Background: an optimization exercise with open tools, aiming at small area, a short achievable clock period and few clock cycles per item. Do not read the settings as production practice.
Power figures rest on the tool's default switching activity, not on a simulated workload.

==> flow/design.v <==
module stream_record_player #(
    parameter int DATA_WIDTH = 8,
    parameter int ADDR_WIDTH = 8
) (
    input  logic                  clk,
    input  logic                  reset,
    input  logic                  record,
    input  logic                  play,
    input  logic                  loop,
    input  logic [DATA_WIDTH-1:0] in_data,
    input  logic                  in_valid,
    input  logic                  in_last,
    output logic                  in_ready,
    output logic [DATA_WIDTH-1:0] out_data,
    output logic                  out_valid,
    output logic                  out_last,
    input  logic                  out_ready,
    output logic [ADDR_WIDTH:0]   stored_len,
    output logic                  overflow,
    output logic                  busy
);
    localparam int                  DEPTH    = 1 << ADDR_WIDTH;
    localparam int                  SPB      = 3;                   
    localparam int                  SP       = 1 << SPB;            
    localparam int                  NTAP     = DEPTH / SP;
    localparam int                  TB       = ADDR_WIDTH - SPB;    
    localparam int                  TLB      = 3;                   
    localparam int                  TL       = 1 << TLB;
    localparam int                  TH       = NTAP / TL;
    localparam int                  DL       = SP;                  
    localparam int                  FD       = 9;                   
    localparam int                  FB       = $clog2(FD);          
    localparam logic [ADDR_WIDTH:0] PTR_ONE  = {{ADDR_WIDTH{1'b0}}, 1'b1};
    localparam logic [ADDR_WIDTH:0] LAST_IDX = {1'b0, {ADDR_WIDTH{1'b1}}};
    localparam logic [ADDR_WIDTH-1:0] PH_START = ADDR_WIDTH'(SP - 2);
    logic loop_req;
    assign loop_req = loop;
    logic                   rec_cap, rec_done;
    logic                   rec_cap_n, rec_done_n;
    logic                   play_run, play_done;
    logic                   play_run_n, play_done_n;
    logic                   rec_idle, play_idle;
    logic                   ov;          
    logic [ADDR_WIDTH:0]    wr_ptr;      
    logic                   in_accept;
    logic                   out_hs;
    logic                   cap_start;
    logic                   cap_end;
    logic                   has_data;    
    assign rec_idle  = !rec_cap && !rec_done;
    assign play_idle = !play_run && !play_done;
    assign in_accept = in_valid & rec_cap;
    assign out_hs    = ov & out_ready;
    always_comb begin
        rec_cap_n  = 1'b0;
        rec_done_n = 1'b0;
        if (record) begin
            if (rec_idle) begin
                rec_cap_n = play_idle;
            end else if (rec_cap) begin
                if (in_accept && (in_last || (wr_ptr == LAST_IDX))) rec_done_n = 1'b1;
                else rec_cap_n = 1'b1;
            end else begin
                rec_done_n = 1'b1;
            end
        end
    end
    assign cap_start = !rec_cap && rec_cap_n;
    assign cap_end   = rec_cap && !rec_cap_n;
    always_comb begin
        play_run_n  = 1'b0;
        play_done_n = 1'b0;
        if (play) begin
            if (play_idle) begin
                if (!record && !rec_cap) begin
                    play_run_n  = has_data;
                    play_done_n = !has_data;
                end
            end else if (play_run) begin
                if (out_hs && out_last && !loop_req) play_done_n = 1'b1;
                else play_run_n = 1'b1;
            end else begin
                play_done_n = 1'b1;
            end
        end
    end
    always_ff @(posedge clk or posedge reset) begin
        if (reset) begin
            rec_cap    <= 1'b0;
            rec_done   <= 1'b0;
            in_ready   <= 1'b0;
            play_run   <= 1'b0;
            play_done  <= 1'b0;
            busy       <= 1'b0;
            stored_len <= '0;
            has_data   <= 1'b0;
            overflow   <= 1'b0;
        end else begin
            rec_cap   <= rec_cap_n;
            rec_done  <= rec_done_n;
            in_ready  <= rec_cap_n;
            play_run  <= play_run_n;
            play_done <= play_done_n;
            busy      <= rec_cap_n || rec_done_n || play_run_n || play_done_n;
            if (cap_start) begin
                overflow <= 1'b0;
            end
            if (cap_end) begin
                stored_len <= wr_ptr + {{ADDR_WIDTH{1'b0}}, in_accept};
                has_data   <= (wr_ptr != '0) || in_accept;
                if (in_accept && (wr_ptr == LAST_IDX) && !in_last) overflow <= 1'b1;
            end
        end
    end
    always_ff @(posedge clk) begin
        if (cap_start)      wr_ptr <= '0;
        else if (in_accept) wr_ptr <= wr_ptr + PTR_ONE;
    end
    logic                   cap_start_d;
    logic                   flush_d;
    always_ff @(posedge clk or posedge reset) begin
        if (reset) begin
            cap_start_d <= 1'b1;
            flush_d     <= 1'b1;
        end else begin
            cap_start_d <= cap_start;
            flush_d     <= cap_start || (play_run && !play);
        end
    end
    logic [ADDR_WIDTH-1:0]  phase;
    logic [ADDR_WIDTH-1:0]  phase1;
    assign phase1 = phase + 1'b1;
    always_ff @(posedge clk) begin
        phase <= cap_start ? PH_START : phase1;
    end
    logic [DATA_WIDTH-1:0]  dl_data [DL];
    logic [DL-1:0]          pend;        
    logic [DL-1:0]          pend_n;
    logic [DL-1:0]          wsel;        
    logic [DL-1:0]          wsel_n;
    logic [DATA_WIDTH-1:0]  wdata;
    logic                   wr_en;
    logic [ADDR_WIDTH:0]    wcnt;        
    logic [ADDR_WIDTH-1:0]  wpos;        
    logic [NTAP-1:0]        wtap;
    always_ff @(posedge clk) begin
        dl_data[0] <= in_data;
        for (int i = 1; i < DL; i++) dl_data[i] <= dl_data[i-1];
    end
    always_comb begin
        wdata = '0;
        for (int i = 0; i < DL; i++) wdata = wdata | ({DATA_WIDTH{wsel[i]}} & dl_data[i]);
    end
    assign wr_en = (|wsel) && (wpos[SPB-1:0] == '0);
    always_comb begin
        pend_n[0] = in_accept;
        for (int i = 1; i < DL; i++)
            pend_n[i] = pend[i-1] && !(wr_en && wsel[i-1]) && !cap_start_d;
        for (int i = 0; i < DL; i++) begin
            wsel_n[i] = pend_n[i];
            for (int k = i + 1; k < DL; k++) wsel_n[i] = wsel_n[i] && !pend_n[k];
        end
    end
    always_ff @(posedge clk) begin
        pend <= pend_n;
        wsel <= wsel_n;
        if (cap_start_d)  wcnt <= '0;
        else if (wr_en)   wcnt <= wcnt + PTR_ONE;
        if (cap_start_d)  wpos <= phase + 2'd2;
        else if (!wr_en)  wpos <= wpos + 1'b1;
    end
    always_comb begin
        for (int j = 0; j < NTAP; j++) wtap[j] = wr_en && (wpos[ADDR_WIDTH-1:SPB] == TB'(j));
    end
    logic [DATA_WIDTH-1:0]  ring [DEPTH];
    always_ff @(posedge clk) begin
        for (int p = 0; p < DEPTH; p++) begin
            if ((p % SP) == 0 && wtap[p / SP])
                ring[p] <= wdata;
            else
                ring[p] <= ring[(p + DEPTH - 1) % DEPTH];
        end
    end
    logic [ADDR_WIDTH:0]    nf;          
    logic [ADDR_WIDTH:0]    nfp;         
    logic [SPB-1:0]         rpa;         
    logic [TL-1:0]          rsl;         
    logic [TH-1:0]          rsh;         
    logic                   rinc;        
    logic                   restart;
    logic                   fetch_ok;    
    logic                   fetch;
    logic                   flast;
    logic                   avail;
    logic [DATA_WIDTH-1:0]  rdata;
    logic [DATA_WIDTH-1:0]  rgrp [TH];
    always_comb begin
        for (int h = 0; h < TH; h++) begin
            rgrp[h] = '0;
            for (int l = 0; l < TL; l++)
                rgrp[h] = rgrp[h] | ({DATA_WIDTH{rsl[l]}} & ring[(h * TL + l) * SP]);
        end
        rdata = '0;
        for (int h = 0; h < TH; h++) rdata = rdata | ({DATA_WIDTH{rsh[h]}} & rgrp[h]);
    end
    logic [FD-1:0]          occ;         
    logic [FB-1:0]          fwp, frp;
    logic [DATA_WIDTH:0]    fmem [FD];
    logic                   pop;
    logic                   fready;      
    logic [DATA_WIDTH:0]    rreg;
    logic                   rinfl;
    logic [FB-1:0]          fwp_d;
    assign avail    = (nf != wcnt) && (!rec_cap || (nfp != wcnt));
    assign flast    = !rec_cap && (nfp == stored_len);
    assign fetch_ok = avail && (rpa == '0) && !flush_d;
    assign fetch    = fetch_ok && (!occ[FD-1] || pop);
    assign restart  = flush_d || (fetch && flast);
    assign rinc     = (rpa == '1);
    assign fready   = occ[1] || (occ[0] && !rinfl);
    always_ff @(posedge clk) begin
        if (restart) begin
            nf  <= '0;
            nfp <= PTR_ONE;
            rpa <= phase1[SPB-1:0];
            for (int l = 0; l < TL; l++) rsl[l] <= (phase1[SPB+TLB-1:SPB] == TLB'(l));
            for (int h = 0; h < TH; h++) rsh[h] <= (phase1[ADDR_WIDTH-1:SPB+TLB] == (TB-TLB)'(h));
        end else begin
            if (fetch) begin
                nf  <= nfp;
                nfp <= nfp + PTR_ONE;
            end else begin
                rpa <= rpa + 1'b1;
            end
            if (rinc) begin
                rsl <= {rsl[TL-2:0], rsl[TL-1]};
                if (rsl[TL-1]) rsh <= {rsh[TH-2:0], rsh[TH-1]};
            end
        end
    end
    always_ff @(posedge clk) begin
        if (flush_d) begin
            occ <= '0;
            fwp <= '0;
            frp <= '0;
        end else begin
            if (fetch && !pop) occ <= {occ[FD-2:0], 1'b1};
            if (pop && !fetch) occ <= {1'b0, occ[FD-1:1]};
            if (fetch) fwp <= (fwp == FB'(FD - 1)) ? '0 : fwp + 1'b1;
            if (pop)   frp <= (frp == FB'(FD - 1)) ? '0 : frp + 1'b1;
        end
        rinfl <= fetch;
        rreg  <= {flast, rdata};
        fwp_d <= fwp;
        if (rinfl) fmem[fwp_d] <= rreg;
    end
    assign pop = play_run_n && (!ov || out_ready) && fready && !flush_d;
    always_ff @(posedge clk or posedge reset) begin
        if (reset) begin
            out_valid <= 1'b0;
            ov        <= 1'b0;
        end else begin
            if (!play_run_n || flush_d) begin
                out_valid <= 1'b0;
                ov        <= 1'b0;
            end else if (!ov || out_ready) begin
                out_valid <= fready;
                ov        <= fready;
            end
        end
    end
    always_ff @(posedge clk) begin
        if (pop) {out_last, out_data} <= fmem[frp];
    end
endmodule
clock: 5.0 ns
lec_check: 0
cap_margin: 20
core_margin: 2
core_utilization: 40
cts_buf_list: sky130_fd_sc_hd__clkbuf_8
cts_cluster_diameter: 60
cts_cluster_size: 20
setup_slack_margin: 2.7
slew_margin: 20
run.sh (not shown) runs the stock make flow with config.mk's settings and CLKGATE_MAP_FILE= SYNTH_SCRIPT=/design/flow/synth_recipe.tcl, a recipe that flattens the netlist after the stock synthesis.
==> next run, changes <==
--- a/flow/config.mk
+++ b/flow/config.mk
@@ -10,5 +10,5 @@
 export CORE_UTILIZATION = 40
-export CTS_BUF_LIST = sky130_fd_sc_hd__clkbuf_8
-export CTS_CLUSTER_DIAMETER = 60
-export CTS_CLUSTER_SIZE = 20
+export CTS_BUF_LIST = sky130_fd_sc_hd__clkbuf_16
+export CTS_CLUSTER_DIAMETER = 80
+export CTS_CLUSTER_SIZE = 30
 export SETUP_SLACK_MARGIN = 2.7
Result: Design area stays flat; synthesized area does not change; non-clock buffer count rises by 7; combinational power rose by about 2%; fmax went up by 1.5%; core utilization stays flat.
No functional check of the RTL was part of any run of this note.

-- re-timing with driven ports --
In the flow no input, the clock included, has a driving cell. The finished layouts below were timed again as built, in two steps. Step 1, drivers: a clkbuf_16 drives clk and a buf_2 each remaining input, both assumed. Step 2, shift: input delay + t, output delay - t, t = (earliest + latest rising clock arrival at the registers) / 2. This alone moves slack from input paths to output paths. a / b / c = ideal / step 1 / step 2; a / b = the first two.
run	t, ns	setup WS [ns]	worst hold slack (ns)	slew at the worst register clock pin (ns)	cell pins on the clock port's net
the first run	0.931	2.571 / 2.499 / 1.742	0.297 / 0.297 / 0.297	0.12 / 0.12	1
the second run	0.765	2.606 / 2.606 / 1.909	0.318 / 0.318 / 0.318	0.11 / 0.11	1
After both steps setup and hold are still met in every run listed. For the first run, which loses most, drivers alone change the setup slack by -0.072 ns; drivers and shift together by -0.829 ns.
